This is an optimization exercise on Yosys and OpenROAD, whose aim is small area and a short achievable clock period, not a production implementation.
In this exercise RTL edits were held to simulation tests only and were not proved equivalent to the original.
Power figures rest on the tool's default switching activity, not on a simulated workload.

`flow/run.sh`:
```
#!/bin/bash
# synth_recipe.tcl (not shown) runs the flow's synth.tcl, then flattens the netlist and writes it again
# the make line also repeats each setting of config.mk as NAME=value (left out here)
make -C /OpenROAD-flow-scripts/flow DESIGN_CONFIG=/design/flow/config.mk WORK_HOME=/design/flow/orfs CLKGATE_MAP_FILE= SYNTH_SCRIPT=/design/flow/synth_recipe.tcl finish
```
`flow/config.mk`:
```
export PLATFORM = sky130hd
export DESIGN_NAME = sram_sp_bytemask_ctl
export DESIGN_NICKNAME = sram_sp_bytemask_ctl
export VERILOG_FILES = /design/flow/design.v
export SDC_FILE = /design/flow/constraint.sdc
export NUM_CORES = 4
export LEC_CHECK = 0
export CAP_MARGIN = 20
export CORE_MARGIN = 2
export CORE_UTILIZATION = 40
export SLEW_MARGIN = 20
```
`flow/constraint.sdc`:
```
create_clock -name core_clock -period 5.0 [get_ports {clk}]
set_input_delay 1.0000 -clock core_clock [delete_from_list [all_inputs] [get_ports {clk}]]
set_output_delay 1.0000 -clock core_clock [all_outputs]
set_load 0.01 [all_outputs]
```
`flow/design.v`:
```
module sram_sp_bytemask_ctl #(
    parameter int DATA_W   = 32,
    parameter int DEPTH    = 128,
    parameter int CLEAR_EN = 1,
    localparam int NB      = DATA_W / 8,
    localparam int AW      = (DEPTH > 1) ? $clog2(DEPTH) : 1
) (
    input  logic              clk,
    input  logic              rst,
    input  logic              req_valid,
    output logic              req_ready,
    input  logic              req_we,
    input  logic [NB-1:0]     req_be,
    input  logic [AW-1:0]     req_addr,
    input  logic [DATA_W-1:0] req_wdata,
    output logic              rsp_valid,
    output logic [DATA_W-1:0] rsp_rdata,
    output logic              rsp_err,
    output logic              init_done
);
    localparam logic [AW-1:0] LAST_ADDR = AW'(DEPTH - 1);
    localparam logic [AW:0]   DEPTH_W   = (AW + 1)'(DEPTH);
    typedef enum logic {
        ST_CLEAR = 1'b0,
        ST_IDLE  = 1'b1
    } state_e;
    state_e            state_q, state_d;
    logic [AW-1:0]     clr_ptr_q, clr_ptr_d;
    logic              fill_we;
    logic              hs;
    logic              in_range;
    logic              wr_en;
    logic              rd_hs;
    logic [DATA_W-1:0] mem_q [DEPTH];
    logic              rd_valid_q, rd_valid_d;
    logic              rd_err_q, rd_err_d;
    logic [DATA_W-1:0] rd_data_q, rd_data_d;
    always_ff @(posedge clk) begin
        if (rst) begin
            state_q   <= (CLEAR_EN != 0) ? ST_CLEAR : ST_IDLE;
            clr_ptr_q <= '0;
        end else begin
            state_q   <= state_d;
            clr_ptr_q <= clr_ptr_d;
        end
    end
    always_comb begin
        state_d   = state_q;
        clr_ptr_d = clr_ptr_q;
        fill_we   = 1'b0;
        case (state_q)
            ST_CLEAR: begin
                fill_we = 1'b1;
                if (clr_ptr_q == LAST_ADDR) begin
                    state_d   = ST_IDLE;
                    clr_ptr_d = '0;
                end else begin
                    clr_ptr_d = clr_ptr_q + AW'(1);
                end
            end
            ST_IDLE: begin
                state_d = ST_IDLE;
            end
            default: begin
                state_d = ST_IDLE;
            end
        endcase
    end
    assign req_ready = (state_q == ST_IDLE) & ~rst;
    assign init_done = (state_q == ST_IDLE) & ~rst;
    assign hs       = req_valid & req_ready;
    assign in_range = {1'b0, req_addr} < DEPTH_W;
    assign wr_en    = hs & req_we & in_range;
    assign rd_hs    = hs & ~req_we;
    always_ff @(posedge clk) begin
        if (fill_we) begin
            mem_q[clr_ptr_q] <= '0;
        end else if (wr_en) begin
            for (int i = 0; i < NB; i++) begin
                if (req_be[i]) begin
                    mem_q[req_addr][8*i +: 8] <= req_wdata[8*i +: 8];
                end
            end
        end
    end
    always_comb begin
        rd_valid_d = rd_hs;
        rd_err_d   = rd_err_q;
        rd_data_d  = rd_data_q;
        if (rd_hs) begin
            rd_err_d  = ~in_range;
            rd_data_d = in_range ? mem_q[req_addr] : '0;
        end
    end
    always_ff @(posedge clk) begin
        if (rst) begin
            rd_valid_q <= 1'b0;
            rd_err_q   <= 1'b0;
            rd_data_q  <= '0;
        end else begin
            rd_valid_q <= rd_valid_d;
            rd_err_q   <= rd_err_d;
            rd_data_q  <= rd_data_d;
        end
    end
    logic              out_valid_q, out_valid_d;
    logic              out_err_q, out_err_d;
    logic [DATA_W-1:0] out_data_q, out_data_d;
    always_comb begin
        out_valid_d = rd_valid_q;
        out_err_d   = out_err_q;
        out_data_d  = out_data_q;
        if (rd_valid_q) begin
            out_err_d  = rd_err_q;
            out_data_d = rd_data_q;
        end
    end
    always_ff @(posedge clk) begin
        if (rst) begin
            out_valid_q <= 1'b0;
            out_err_q   <= 1'b0;
            out_data_q  <= '0;
        end else begin
            out_valid_q <= out_valid_d;
            out_err_q   <= out_err_d;
            out_data_q  <= out_data_d;
        end
    end
    assign rsp_valid = out_valid_q;
    assign rsp_err   = out_err_q;
    assign rsp_rdata = out_data_q;
endmodule
```
==> summary.txt <==
Placement
  – Post-DP HPWL: between 300000 and 400000 microns
  – Gpl congestion: slightly below 0.9
  – Placement Setup Slack: -0.01533 ns
  – IO buf count: 81

Power
  – Worst VDD drop: between 0.3 and 0.4 mV
  – Leakage: around 0.069 uW
  – Cell Pwr Density: between 300 and 400 nW/um^2
  – Overall power: between 70000 and 80000 uW

Logic synthesis
  – Largest area contributor in the netlist: edfxtp_1
  – Netlist Area Pre-Place: around 160000 sq um
  – Synth Area in Compound Gates: 0.03042
  – Avg Inst Size Synth: around 21 sq um
  – Commonest cells in the netlist: edfxtp_1, mux4_2, nor2_1
  – Asr flop ratio synth: 0
  – Share of the synthesized area in the top cell type: 0.7623
  – Simple-gate area share of the yosys netlist: 0.02782
  – Largest cells by area after synthesis: edfxtp_1, mux4_2, mux2i_1, nor2_1, dfxtp_1
  – Adder-Cell Fraction of Synth Area: 0.00007755
  – Syn Nets: between 7000 and 8000
  – Main synth FF type: edfxtp_1
  – Number of synthesized flops with an enable pin: 4096
  – Warnings from Yosys: 1
  – Mapped Cells: a little under 8000
  – Mux cell area share after synthesis: 0.1543
  – Unique masters post-synth: 66
  – Yosys reg bits: about 4200
  – Xor/xnor share of the synthesized area: 0.0002714
  – Most frequent cell after synthesis: edfxtp_1
  – Largest family of logic cells by synthesized area: multiplexers
  – Sequential fraction of the synthesis area: 0.7715

Die
  – Initial core utilization: 0.4010
  – I/O pin count: a little over 80
  – Core region area: between 400000 and 500000 sq um
  – Rows: 233
  – Width of the die: 639.1 microns
  – Die Footprint: about 400000 sq um
  – Die height: 639.1 microns

Critical path
  – Worst-path maximum fanout: 36
  – Req. time, crit path: approximately 5.6 ns
  – Crit path max-delay family: simple AND/OR/NAND/NOR gates
  – Crit-path max cell delay: 0.70 ns
  – CP Launch Type: primary input
  – CP endpoint kind: flop
  – Setup CP Type: primary input to flop
  – Slowest stage cell on the critical path: nor2_1
  – CP cell instances: clkdlybuf4s50_1 > and4b_2 > buf_4 > nand2_1 > nand2_1 > buf_4 > nand3_1 > nor2_1
  – Arrival time worst endpoint: 4.69 ns
  – CP bufs+invs: 3

Global routing
  – GRT overflow: 0
  – Largest net degree at the start of global routing: ~130
  – Antenna violations before repair: 26
  – Vias in the first global route: ~84000
  – First-pass GRT wire length: around 660000 microns
  – Total GRT Usage: 0.2294

STA
  – Unrepaired setup endpoints after global routing: no
  – Min Tclk post-route: ~4.1 ns
  – Slew of the pin with the lowest slew margin: around 1.1 ns
  – Worst Skew: 0.06972 ns
  – Slew headroom: 0.2695
  – Max frequency: around 240 MHz
  – Slew Limit Fails: 0
  – Post-route clock period utilization: 0.8202
  – Final Hold Viols: 0
  – # setup viols final: 0
  – PnR worst setup slack: roughly 0.9 ns

CTS
  – Post-cts gate resize count: 0
  – Reg clk slew, reported paths: ~0.06 ns
  – TritonCTS Buffers: 413
  – Clock Sinks: between 4000 and 5000
  – Cts hold-fix bufs: 0
  – Root buffer cell: clkbuf_16
  – H-Tree Depth: 5
  – Post-CTS Setup Inserts: 0
  – Worst-Skew Late Latency: a little under 1 ns
  – CTS tree: yes
  – Clock buffer depth: 4

Finish
  – Share of cells above drive strength 1: 0.2830
  – Area Growth Syn to Fin: 16.26%
  – Final nets: 8557

Drt
  – Antenna Nets Post-Route: 0
  – DRC Markers: 0
  – Mean number of vias per cell: 5.925
  – Avg WL per Cell: between 30 and 40 microns
  – Detailed Routing Iterations Pass 1: 6
  – Post-Route WL: between 400000 and 500000 microns
  – Drt initial violations: roughly 12000
  – Via count: between 80000 and 90000

Worst hold path
  – Min-delay worst type: flop to flop

Flow run
  – Max Cap Viol: 0

Status
  – Status: timing/DRC/antenna clean
## through the flow
step | instance area [sq um] | hold WS [ns] | instances | setup TNS (ns) | utilization
finish | 187600 | 0.4987 | 14155 | 0 | 0.4663
floorplan | 161300 | 0.4522 | 7681 | 0 | -
detailed placement | 174100 | 0.4851 | 13381 | -0.2018 | 0.4326
CTS | 187600 | 0.4890 | 14146 | 0 | 0.4662
global placement | 174000 | 0.4789 | 13381 | -0.1299 | 0.4326
global route | 187600 | 0.5295 | 14148 | 0 | 0.4662
## power breakdown
group	internal [uW]	total, uW	switching, uW
Clock	17800	31100	13400
Combinational	890	2660	1770
Sequential	37900	37900	24.2
Total	56500	71700	15200
## sequential cells by signal, summed over array words and instances (netlist names)
signal,flops
clr_ptr_q,7
rd_data_q,32
state_q,1
out_valid_q,1
mem_q,4096
out_data_q,32
rd_valid_q,1
## cell families (layout without fill, tap and decap cells)
kind of cell,count (synthesis),in the layout
AOI/OAI and AO/OA,697,697
xor gates and xnor gates,5,5
adders and majority gates,1,1
buffers and inverters,472,1650
DFF,4170,4170
muxes,1336,1336
other,1,10
and+or+nand+nor,999,999
## worst register-to-register path, stage by stage, from the launching register on
cell	delay, ns
dfxtp_1	0.46
and4b_2	0.41
buf_4	0.53
nand2_1	0.39
nand2_1	0.28
buf_4	0.40
nand3_1	0.54
nor2_1	0.71
## cells in the final DEF (no fill, tap or decap), types with 68 or more instances in the layout
| cell type | count |
|---|---|
| clkbuf_16 | 420 |
| a22oi_1 | 145 |
| o21ai_0 | 84 |
| mux2i_1 | 354 |
| mux4_2 | 914 |
| buf_4 | 698 |
| clkbuf_1 | 68 |
| dfxtp_1 | 73 |
| o22ai_1 | 149 |
| mux2_2 | 68 |
| clkinv_1 | 84 |
| buf_12 | 105 |
| nand2_1 | 80 |
| clkdlybuf4s50_1 | 75 |
| edfxtp_1 | 4096 |
| nand3_1 | 109 |
| nor2_1 | 597 |
| clkinv_2 | 89 |
## routing by layer
metal,part of all wire,routed length [microns],GRT usage,vias to the layer above
met5,0.000099,47,0,-
met4,0.044,20980,0.08906,6
met3,0.099,46910,0.04939,787
met2,0.47,223900,0.3641,4676
met1,0.39,182900,0.3108,44612
li1,-,-,-,33794
## cell type report
class	count	area (sq um)
Clock buffer	493	10830
Antenna cell	9	22.52
Fill cell	32931	214700
Timing Repair Buffer	883	8169
Multi-Input combinational cell	3039	34770
Clock inverter	272	2673
Tap cell	5287	6615
Sequential cell	4170	124500
Inverter	2	15.01
## worst paths after layout
kind | start | cells past startpoint | end | slack, ns
max | req_we | 8 | mem_q[5][3] | 0.90
min | out_data_q[1] | 2 | out_data_q[1] | 0.50
max reg2reg | state_q | 7 | mem_q[5][3] | 0.91
min reg2reg | out_data_q[1] | 2 | out_data_q[1] | 0.50

==> separate check: timing with driven ports <==
How much do the figures lean on ideal ports? The routed layout below was timed once more, with nothing changed but the port constraints. Step 1 sets driving cells, clkbuf_16 on the clock port and buf_2 on the other inputs (assumed; they add their load-dependent delay and slew). Step 2 also shifts input and output timing later by t, the mid clock arrival at the registers, as if the neighbouring blocks saw the same clock. Slacks: ideal ports / drivers / drivers and shift; pairs: ideal ports / drivers.
t (ns): 1.050
setup WS [ns]: 0.899 / 0.914 / -0.079
clock arrival spread, ns: 0.083 / 0.083
worst register clock-pin slew, ns: 0.07 / 0.07
worst slew at a driven data input, ns: 0.28
Met with ideal ports but missed after step 2: setup timing in this run. The setup slack of this run moves by +0.015 ns with the drivers and by -0.978 ns with both steps.
